Background: an optimization exercise with open tools, aiming at small area, a short achievable clock period and few clock cycles per item. Do not read the settings as production practice. Function was checked by simulation only, so behaviour that the tests miss may differ from the original. Power is estimated from default activity; no workload was simulated.

Design group_dominant_key_detect, start of the top module:
module group_dominant_key_detect
#(
  parameter int MAX_KEYS  = 64,
  parameter int MAX_GROUP = 256,
  parameter int KEY_BITS  = 16
) (
  input  wire logic              clk,
  input  wire logic              rst_n,
  input  wire logic               in_valid,
  output logic                    in_ready,
  input  wire logic [gdk_pkg::KEY_W-1:0]   in_target_key,
  input  wire logic [gdk_pkg::SITE_W-1:0]  in_site_position,
  input  wire logic               in_group_end,
  output logic                    out_valid,
  input  wire logic               out_ready,
  output logic                    out_assigned,
  output logic      [gdk_pkg::KEY_W-1:0]   out_dominant_key,
  output logic      [gdk_pkg::SITE_W-1:0]  out_window_start,
  output logic      [gdk_pkg::END_W-1:0]   out_window_end,
  output logic      [gdk_pkg::SIZE_W-1:0]  out_group_size,
  output logic                    out_overflow,
  input  wire logic              psel,
  input  wire logic              penable,
  input  wire logic              pwrite,
  input  wire logic [gdk_pkg::CFG_AW-1:0] paddr,
  input  wire logic [gdk_pkg::CFG_DW-1:0] pwdata,
  output logic      [gdk_pkg::CFG_DW-1:0] prdata,
  output logic                   pready
);
  localparam int N   = MAX_KEYS;
  ...
Size in the first run: roughly 5600 cells after synthesis, about 220 I/O pins.
make LEC_CHECK=0 ABC_CLOCK_PERIOD_IN_PS=2500 CAP_MARGIN=20 CORE_MARGIN=2 CORE_UTILIZATION=60 CTS_BUF_LIST='sky130_fd_sc_hd__clkbuf_4 sky130_fd_sc_hd__clkbuf_8' SETUP_SLACK_MARGIN=3.5 SLEW_MARGIN=20 finish   # period 6.5 ns
run.sh (not shown) runs the stock make flow with config.mk's settings and CLKGATE_MAP_FILE= SYNTH_SCRIPT=/design/flow/synth_recipe.tcl, a recipe that flattens the netlist after the stock synthesis.
Testbench counts at the start, summed over its fixed seeds: cycles 32,391, items 32,211.
Then changed:
Settings changed: TNS_END_PERCENT from default to 5.
Routed wire length barely changes.
Register-to-register slack is worse by 130 ps.
Power grows by 0.87%.
Count of clock-buffer cells in the layout grows by 7.
Clock skew shrinks by 7.8 ps.
Combinational power stays flat.
Area after synthesis stays the same.
Via count stays flat.
Global-route usage hardly moves.
Die area stays the same.
Cell count hardly moves.

* * *

green:
Another version of the RTL of group_dominant_key_detect (not shown whole).
For scale: ~2000 flip-flops, roughly 220 I/O pins.
Settings: LEC_CHECK=0, ABC_CLOCK_PERIOD_IN_PS=3000, CAP_MARGIN=20, CORE_MARGIN=2, CORE_UTILIZATION=40, SETUP_SLACK_MARGIN=3.0, SLEW_MARGIN=20; clock period 6.5 ns.
green: all stages complete, timing, DRC and antenna checks passed
Testbench counts of green, summed over its fixed seeds: cycles 32,382, items 32,211.
Modified inputs, blue compared to green
- ABC_CLOCK_PERIOD_IN_PS no longer set, was 3000
- SETUP_SLACK_MARGIN no longer set, was 3.0
--- outcome ---
Between blue and green, the maximum buffer depth of the clock tree does not differ in any meaningful way.
Sequential group share of total power (blue over green): increase, 0.8 points
blue reports its end point of the critical path as g_max1[3]$_SDFFCE_PP0P_ while green reports g_top[14]$_DFFE_PP_.
Against green, blue comes in 2.6 points higher on flip-flop and latch share of the layout cell area.
[compare] base=green new=blue: worst reg-to-reg setup slack shows a reduction of 1.29 ns; critical path depth shows a reduction of 4.
Core util | blue vs green | blue lower
Setup slack in blue is smaller than in green.

* * *

Another version of the RTL of group_dominant_key_detect (not shown whole).
Size in the first run: roughly 220 I/O pins, roughly 83000 µm² of cells after synthesis.
Settings: LEC_CHECK=0, ABC_CLOCK_PERIOD_IN_PS=2500, CAP_MARGIN=20, CORE_MARGIN=2, CORE_UTILIZATION=60, CTS_BUF_LIST=sky130_fd_sc_hd__clkbuf_8 sky130_fd_sc_hd__clkbuf_16, CTS_CLUSTER_DIAMETER=45, CTS_CLUSTER_SIZE=18, SETUP_SLACK_MARGIN=3.5, SLEW_MARGIN=20; clock period 6.5 ns.
The baseline completed with no timing, DRC or antenna violations.
Testbench counts at the start, summed over its fixed seeds: cycles 32,383, items 32,211.
Next try:
CTS_BUF_LIST = sky130_fd_sc_hd__clkbuf_4 sky130_fd_sc_hd__clkbuf_8   (was sky130_fd_sc_hd__clkbuf_8 sky130_fd_sc_hd__clkbuf_16)
CTS_CLUSTER_DIAMETER = not set   (was 45)
CTS_CLUSTER_SIZE = not set   (was 18)
SETUP_SLACK_MARGIN = 3.8   (was 3.5)
Outcome: Worst setup slack improves by 0.13 ns; design area went up by 1.2%; sequential power stays flat.
Next try:
SETUP_SLACK_MARGIN = 3.5   (was 3.8)
Outcome: The changed run produced a clean layout; setup slack gets worse by 0.11 ns; total power goes down by 1.5%; critical path depth goes up by 7; utilization came out lower by 1.1 points; clock-buffer cell count climbs by 5; routed wire length drops by 2.6%; die area stays the same.
Next try:
CORE_UTILIZATION = 68   (was 60)
SETUP_SLACK_MARGIN = 3.9   (was 3.5)
The new run finished with timing, DRC and antenna clean. Power came out lower by 0.33%. Core utilization came out higher by 10 points. Design area came out higher by 1.6%.

* * *

## before
Another version of the RTL of group_dominant_key_detect (not shown whole).
Size: ~2,100 flip-flops, about 85,000 um2 of cells after synthesis.
// group_dominant_key_detect
module group_dominant_key_detect
#(
  parameter int MAX_KEYS  = 64,
  parameter int MAX_GROUP = 256,
  parameter int KEY_BITS  = 16
) (
  input  wire logic              clk,
  input  wire logic              rst_n,
  input  wire logic               in_valid,
  output logic                    in_ready,
  input  wire logic [gdk_pkg::KEY_W-1:0]   in_target_key,
  input  wire logic [gdk_pkg::SITE_W-1:0]  in_site_position,
  input  wire logic               in_group_end,
  output logic                    out_valid,
  input  wire logic               out_ready,
  output logic                    out_assigned,
  output logic      [gdk_pkg::KEY_W-1:0]   out_dominant_key,
  output logic      [gdk_pkg::SITE_W-1:0]  out_window_start,
  output logic      [gdk_pkg::END_W-1:0]   out_window_end,
  output logic      [gdk_pkg::SIZE_W-1:0]  out_group_size,
  output logic                    out_overflow,
  input  wire logic              psel,
  input  wire logic              penable,
  input  wire logic              pwrite,
  input  wire logic [gdk_pkg::CFG_AW-1:0] paddr,
  input  wire logic [gdk_pkg::CFG_DW-1:0] pwdata,
  output logic      [gdk_pkg::CFG_DW-1:0] prdata,
  output logic                   pready
);
clock: 6.5 ns
lec_check: 0
abc_clock_period_in_ps: 2500
cap_margin: 20
core_margin: 2
core_utilization: 65
setup_slack_margin: 3.9
slew_margin: 20
Testbench counts of before, summed over its fixed seeds: cycles 32,391, items 32,211.
Input changes introduced in after (baseline for comparison: before):
Settings: swapping 3.9 for 3.5 in SETUP_SLACK_MARGIN; swapping 65 for 60 in CORE_UTILIZATION.
[summary]
- Compared after vs before, and area growth from synthesis to layout is down in after.
- Sort after and before by initial cell density of the core asc -> top: after
- after: number of antenna violations at the first check in global routing lower than before
- In the reports for after and before, the smaller ratio of cells with drive above 1 in the final layout belongs to after.
- Diff before -> after: fraction of the cycle the final worst path needs rose by 0.96 points, total vias in the final route fell by 2,784, number of distinct standard cells referenced by the synthesized netlist stayed essentially flat, proportion of power drawn by the clock network rose by 0.9 points, critical path depth in cells fell by 5.
- after: flip-flop and latch share of the layout cell area 2.4 points above before

==> static timing again, ports no longer ideal <==
The results above use ideal ports. As a check the final layouts listed here were re-extracted and re-timed, cells and wires unchanged. Step 1 sets driving cells, clkbuf_16 on the clock port and buf_2 on the other inputs (assumed; they add their load-dependent delay and slew). Step 2, shift: input delay + t, output delay - t, t = (earliest + latest rising clock arrival at the registers) / 2. This alone moves slack from input paths to output paths. Slacks: no drivers / after step 1 / after step 2; pairs: no drivers / after step 1.
| run | t, ns | setup slack, ns | worst setup path at the end | worst register clock-pin slew, ns | worst data-port slew with drivers (ns) |
|---|---|---|---|---|---|
| the first run of note 1 | 1.049 | 3.435 / 3.435 / 2.666 | input to register | 0.07 / 0.07 | 0.13 |
| the second run of note 1 | 1.081 | 3.309 / 3.250 / 2.694 | input to register | 0.07 / 0.07 | 0.14 |
| green | 0.914 | 2.740 / 2.740 / 2.699 | input to register | 0.07 / 0.07 | 0.11 |
| blue | 0.917 | 1.450 / 1.450 / 1.450 | register to register | 0.07 / 0.07 | 0.11 |
| the first run of note 3 | 0.907 | 3.493 / 3.493 / 2.629 | input to register | 0.08 / 0.08 | 0.14 |
| the second run of note 3 | 1.078 | 3.623 / 3.544 / 2.650 | input to register | 0.07 / 0.07 | 0.23 |
| the third run of note 3 | 1.064 | 3.515 / 3.491 / 2.509 | input to register | 0.07 / 0.07 | 0.14 |
| the fourth run of note 3 | 1.066 | 3.621 / 3.544 / 2.746 | input to register | 0.07 / 0.07 | 0.15 |
| before | 0.915 | 3.474 / 3.474 / 3.166 | input to register | 0.07 / 0.07 | 0.13 |
| after | 0.906 | 3.411 / 3.411 / 2.805 | input to register | 0.07 / 0.07 | 0.11 |
After both steps setup and hold are still met in every run listed. The setup slack of the third run of note 3, which loses most, moves by -0.024 ns with the drivers and by -1.006 ns with both steps.
